What follows belongs to an exercise in optimizing a design on an open flow for small area, a short achievable clock period and few clock cycles; a production flow would make more cautious choices. At most, simulation tests tie the RTL to the original design; equivalence was not proved.

==> build 24: inputs <==
## julia_escape_time_iterator_top
module julia_escape_time_iterator_top (
  input  wire logic        clk,
  input  wire logic        rst,
  input  wire logic        start,
  output      logic        busy,
  input  wire logic [9:0]  pixel_col,
  input  wire logic [9:0]  pixel_row,
  output      logic        done,
  output      logic [15:0] iteration_count,
  input  wire logic        cfg_write,
  input  wire logic [2:0]  cfg_index,
  input  wire logic [31:0] cfg_data
);
  jeti_pkg::cfg_t cfg;
  jeti_cfg u_cfg (
    .clk       (clk),
    .rst       (rst),
    .cfg_write (cfg_write),
    .cfg_index (cfg_index),
    .cfg_data  (cfg_data),
    .cfg       (cfg)
  );
  logic k3, k4, k2;
  assign k3 = (cfg.power_mode == jeti_pkg::MODE_CUBE);
  assign k4 = (cfg.power_mode == jeti_pkg::MODE_FOURTH);
  assign k2 = !k3 && !k4;
  logic        busy_r;
  logic        m_v;
  logic [1:0]  m_ph;
  logic [9:0]  m_cp, m_row;
  logic [3:0]  m_tag;
  logic [35:0] m_x;
  logic        r_v;
  logic [35:0] r_x, r_y;
  logic [3:0]  r_tag;
  logic        mv;
  logic [20:0] mu_sh;
  logic [43:0] mu_s, mu_c;
  logic [35:0] mr_s, mr_c;
  logic [8:0]  mu_lo;
  logic        mr_ci;
  logic [35:0] mu_v;
  assign mu_sh = m_ph[0] ? cfg.vertical_shift : cfg.horizontal_shift;
  jeti_mu u_mu (
    .cp (m_cp),
    .iz ({1'b0, cfg.inverse_zoom}),
    .sh (mu_sh),
  ...
Settings: LEC_CHECK=0, ABC_AREA=1, CAP_MARGIN=20, CORE_MARGIN=2, CORE_UTILIZATION=40, SLEW_MARGIN=20, TNS_END_PERCENT=20; clock period 13.0 ns.
standard.sh (not shown) runs the stock make flow with config.mk's settings and CLKGATE_MAP_FILE= SYNTH_SCRIPT=/design/flow/synth_recipe.tcl, a recipe that flattens the netlist after the stock synthesis.
==> flow/flow/run.sh <==
#!/bin/bash
set -o pipefail
MARGIN=$(cat flow/margin.txt)
bash standard.sh SETUP_SLACK_MARGIN="$MARGIN" finish > standard_finish.log 2>&1
==> flow/flow/margin.txt <==
8
==> trial 72: changes against build 24 <==
--- a/flow/design.v
+++ b/flow/design.v
@@ -3631,35 +3631,33 @@
   assign mu_lo = {1'b0, mu_s[7:0]} + {1'b0, mu_c[7:0]};
   assign mu_v  = mr_s + mr_c + {35'b0, mr_ci};
   logic        a_v, a_first;
   logic [6:0]  a_st;
   logic [25:0] a_x, a_y;
   logic [10:0] a_xu, a_yu;
   logic        a_xb, a_yb;
   logic [28:0] a_r1, a_r2;
-  logic [26:0] a_s1, a_s2;
-  logic [28:0] a_gm;
   logic [15:0] a_cnt;
   logic [3:0]  a_tag;
   logic a_k3p2, a_k3p3, a_k4p2;
   assign a_k3p2 = a_st[3];
   assign a_k3p3 = a_st[4];
   assign a_k4p2 = a_st[6];
   assign a_xb = !((&a_xu) || !(|a_xu));
   assign a_yb = !((&a_yu) || !(|a_yu));
   logic [26:0] sq1_a, sq2_a;
   logic [57:0] sq1_s, sq1_c, sq2_s, sq2_c;
   logic [25:0] gm_r;
   logic [28:0] gm_m;
   logic [57:0] gm_s, gm_c;
-  assign sq1_a = a_s1;
-  assign sq2_a = a_s2;
+  assign sq1_a = a_k4p2 ? a_r1[26:0] : {a_x[25], a_x};
+  assign sq2_a = a_k4p2 ? a_r2[26:0] : {a_y[25], a_y};
   assign gm_r  = a_x;
-  assign gm_m  = a_gm;
+  assign gm_m  = (a_k3p2 || a_k3p3 || a_k4p2) ? a_r1 : {{3{a_y[25]}}, a_y};
   jeti_sq u_sq1 (.a(sq1_a), .s(sq1_s), .c(sq1_c));
   jeti_sq u_sq2 (.a(sq2_a), .s(sq2_s), .c(sq2_c));
   jeti_gm u_gm  (.r(gm_r), .m(gm_m), .s(gm_s), .c(gm_c));
   logic        b_v, b_first;
   logic [6:0]  b_st;
   logic [25:0] b_x, b_y;
   logic        b_xb, b_yb;
   logic [10:0] b_xu, b_yu;
@@ -3683,25 +3681,16 @@
     b_sq1s  <= sq1_s;
     b_sq1c  <= sq1_c;
     b_sq2s  <= sq2_s;
     b_sq2c  <= sq2_c;
     b_gms   <= gm_s;
     b_gmc   <= gm_c;
   end
   logic b_k2, b_p0, b_k3p1, b_k3p2, b_k3p3, b_k4p1, b_k4p2;
-  logic [1:0] b_pk3;   
-  logic [2:0] b_cn;    
-  always_ff @(posedge clk) begin
-    b_pk3[0] <= a_st[2];
-    b_pk3[1] <= a_st[2] && a_v;
-    b_cn[0]  <= a_st[0] || a_st[6];
-    b_cn[1]  <= (a_st[0] || a_st[6]) && a_v;
-    b_cn[2]  <= a_st[0] || a_st[6] || !a_v;
-  end
   assign b_k2   = b_st[0];
   assign b_p0   = b_st[1];
   assign b_k3p1 = b_st[2];
   assign b_k3p2 = b_st[3];
   assign b_k3p3 = b_st[4];
   assign b_k4p1 = b_st[5];
   assign b_k4p2 = b_st[6];
   logic [1:0] esc_v;
@@ -3723,20 +3712,20 @@
   always_comb begin
     if (b_k4p2) begin
       cx0 = {b_sq1s[56:0], 1'b0};
       cx1 = {b_sq1c[56:0], 1'b0};
     end else begin
       cx0 = b_sq1s;
       cx1 = b_sq1c;
     end
-    cx_neg = b_cn[0];
-    cx2 = b_cn[0] ? ~b_sq2s : '0;
-    cx3 = b_cn[1] ? ~b_sq2c : '0;
-    cx4 = b_cn[2] ? cr_row : '0;
+    cx_neg = b_k2 || b_k4p2;
+    cx2 = cx_neg ? ~b_sq2s : '0;
+    cx3 = cx_neg ? ~b_sq2c : '0;
+    cx4 = (b_k2 || b_k4p2) ? cr_row : '0;
   end
   jeti_cx u_cx (
     .x0 (cx0),
     .x1 (cx1),
     .x2 (cx2),
     .x3 (cx3),
     .x4 (cx4),
     .e  (cx_neg),
@@ -3762,18 +3751,18 @@
   end
   jeti_cy u_cy (
     .x0 (cy0),
     .x1 (cy1),
     .x2 (cy2),
     .v  (cy_v)
   );
   logic [28:0] p1, p2;
-  assign p1 = b_r1 - b_r2 - (b_pk3[0] ? {b_r2[27:0], 1'b0} : 29'd0);
-  assign p2 = b_r1 + (b_pk3[1] ? {b_r1[27:0], 1'b0} : 29'd0) + (b_pk3[1] ? -b_r2 : b_r2);
+  assign p1 = b_r1 - b_r2 - (b_k3p1 ? {b_r2[27:0], 1'b0} : 29'd0);
+  assign p2 = b_r1 + (b_k3p1 ? {b_r1[27:0], 1'b0} : 29'd0) + (b_k3p1 ? -b_r2 : b_r2);
   logic [15:0] base, base1;
   logic        zl, lim1, stop0;
   assign base  = b_first ? 16'd0 : b_cnt;
   assign base1 = base + 16'd1;
   assign zl    = b_first && (cfg.iteration_limit == 16'd0);
   assign lim1  = (base1 == cfg.iteration_limit);
   assign stop0 = zl || esc;
   logic        wx, wy, fin;
@@ -3796,84 +3785,67 @@
       fin   = lim1;
     end
     if (!b_v) fin = 1'b0;
   end
   logic ld, accept, free_b;
   assign free_b = !b_v || fin;
   assign ld     = r_v && free_b;
   assign accept = start && !busy_r;
-  logic [25:0] n_x, n_y;
-  logic [10:0] n_xu, n_yu;
-  logic [28:0] n_r1, n_r2;
-  logic        n_k4p2, n_r1op;
-  always_comb begin
+  always_ff @(posedge clk) begin
     if (ld) begin
-      n_x  = r_x[25:0];
-      n_xu = r_x[35:25];
-      n_y  = r_y[25:0];
-      n_yu = r_y[35:25];
+      a_x     <= r_x[25:0];
+      a_xu    <= r_x[35:25];
+      a_y     <= r_y[25:0];
+      a_yu    <= r_y[35:25];
+      a_first <= 1'b1;
+      a_st    <= {5'b0, !k2, k2};
+      a_tag   <= r_tag;
     end else begin
       if (wx) begin
-        n_x  = cx_v[25:0];
-        n_xu = {{2{cx_v[33]}}, cx_v[33:25]};
+        a_x  <= cx_v[25:0];
+        a_xu <= {{2{cx_v[33]}}, cx_v[33:25]};
       end else if (b_k3p2 || b_k3p3) begin
-        n_x  = b_y;
-        n_xu = b_yu;
+        a_x  <= b_y;
+        a_xu <= b_yu;
       end else if (b_k4p1) begin
-        n_x  = cy_v[25:0];
-        n_xu = b_xu;
+        a_x  <= cy_v[25:0];
+        a_xu <= b_xu;
       end else begin
-        n_x  = b_x;
-        n_xu = b_xu;
+        a_x  <= b_x;
+        a_xu <= b_xu;
       end
-      if (wy || b_k3p2) begin
-        n_y  = cy_v[25:0];
-        n_yu = {{2{cy_v[33]}}, cy_v[33:25]};
+      if (wy) begin
+        a_y  <= cy_v[25:0];
+        a_yu <= {{2{cy_v[33]}}, cy_v[33:25]};
+      end else if (b_k3p2) begin
+        a_y  <= cy_v[25:0];
+        a_yu <= {{2{cy_v[33]}}, cy_v[33:25]};
       end else begin
-        n_y  = b_y;
-        n_yu = b_yu;
+        a_y  <= b_y;
+        a_yu <= b_yu;
       end
+      a_first <= 1'b0;
+      a_st    <= n_st;
+      a_tag   <= b_tag;
     end
     if (b_p0) begin
-      n_r1 = {3'b0, cx_v[25:0]};
-      n_r2 = {3'b0, cy_v[25:0]};
+      a_r1 <= {3'b0, cx_v[25:0]};
+      a_r2 <= {3'b0, cy_v[25:0]};
     end else if (b_k3p1 || b_k4p1) begin
-      n_r1 = p1;
-      n_r2 = p2;
+      a_r1 <= p1;
+      a_r2 <= p2;
     end else if (b_k3p2) begin
-      n_r1 = b_r2;
-      n_r2 = b_r1;
+      a_r1 <= b_r2;
+      a_r2 <= b_r1;
     end else begin
-      n_r1 = b_r1;
-      n_r2 = b_r2;
+      a_r1 <= b_r1;
+      a_r2 <= b_r2;
     end
-    n_k4p2 = !ld && b_k4p1;
-    n_r1op = !ld && (b_k3p1 || b_k3p2 || b_k4p1);
-  end
-  always_ff @(posedge clk) begin
-    a_x   <= n_x;
-    a_xu  <= n_xu;
-    a_y   <= n_y;
-    a_yu  <= n_yu;
-    a_r1  <= n_r1;
-    a_r2  <= n_r2;
-    a_s1  <= n_k4p2 ? n_r1[26:0] : {n_x[25], n_x};
-    a_s2  <= n_k4p2 ? n_r2[26:0] : {n_y[25], n_y};
-    a_gm  <= n_r1op ? n_r1 : {{3{n_y[25]}}, n_y};
     a_cnt <= n_cnt;
-    if (ld) begin
-      a_first <= 1'b1;
-      a_st    <= {5'b0, !k2, k2};
-      a_tag   <= r_tag;
-    end else begin
-      a_first <= 1'b0;
-      a_st    <= n_st;
-      a_tag   <= b_tag;
-    end
   end
   logic [15:0] rob [16];
   logic [15:0] rv;
   logic [3:0]  head, tail;
   logic [4:0]  nout;
   logic        done_r;
   logic [15:0] out_cnt;
   logic        f_v;
==> flow/config.mk (replaced) <==
export PLATFORM = sky130hd
export DESIGN_NAME = julia_escape_time_iterator_top
export DESIGN_NICKNAME = julia_escape_time_iterator_top
export VERILOG_FILES = /design/flow/design.v
export SDC_FILE = /design/flow/constraint.sdc
export NUM_CORES = 4
export LEC_CHECK = 0
export CAP_MARGIN = 20
export CORE_MARGIN = 2
export CORE_UTILIZATION = 40
export SLEW_MARGIN = 20
export TNS_END_PERCENT = 20
==> comparison table <==
| quantity | build 24 | trial 72 |
|---|---|---|
| Outcome | complete, no violations | complete, no violations |
| Clock transition at the register clock pins on the worst setup and hold paths after CTS | 60 ps | 70 ps |
| Cell with the most instances after synthesis | sky130_fd_sc_hd__inv_1 | sky130_fd_sc_hd__nand2_1 |
| Area after detailed placement | 117000 µm² | 121000 µm² |
| Width of the chip | 533 µm | 545 µm |
| Antenna diodes | 7 | 16 |
| Total half-perimeter wirelength after legalization and detailed placement | 304000 µm | 321000 µm |
| Number of cell instances on the worst register-to-register path | 22 | 20 |
| Capture point of the worst path | a_xu[4]$_DFF_P_ | a_xu[10]$_DFF_P_ |
| Crit-path max FO | 21 | 7 |
| Endpoint of the worst hold path | b_r1[5]$_DFF_P_ | b_st[2]$_DFF_P_ |
| CTS buffer count | 160 | 152 |
| Global-route total usage across every layer | 28.6% | 30.3% |
| Clock distribution area overhead in the final layout | 4.53% | 3.59% |
Testbench counts of trial 72, summed over its fixed seeds: cycles 33,176.
No functional check of the RTL was part of build 24.

port drivers added, routing unchanged:
In the flow no input, the clock included, has a driving cell. The finished layouts below were timed again as built, in two steps.
Step 1 (the two cells are an assumption about what drives the block):
set clk [get_ports {clk}]
set_driving_cell -lib_cell sky130_fd_sc_hd__clkbuf_16 $clk
set_driving_cell -lib_cell sky130_fd_sc_hd__buf_2 [delete_from_list [all_inputs] $clk]
Step 2 moves the port delays by t, midway between the first and last clock arrival at a register: inputs arrive t later, outputs are due t later. That takes back most of the time a late clock gives input paths.
Slacks: ideal / step 1 / step 2; pairs: ideal / step 1.
run | shift t [ns] | slack for setup (ns) | worst hold slack (ns)
build 24 | 0.933 | 7.973 / 7.973 / 7.607 | 0.312 / 0.312 / 0.312
trial 72 | 0.921 | 7.766 / 7.766 / 7.600 | 0.285 / 0.285 / 0.285
After both steps setup and hold are still met in every run listed. For build 24, which loses most, drivers alone change the setup slack by 0.000 ns; drivers and shift together by -0.366 ns.
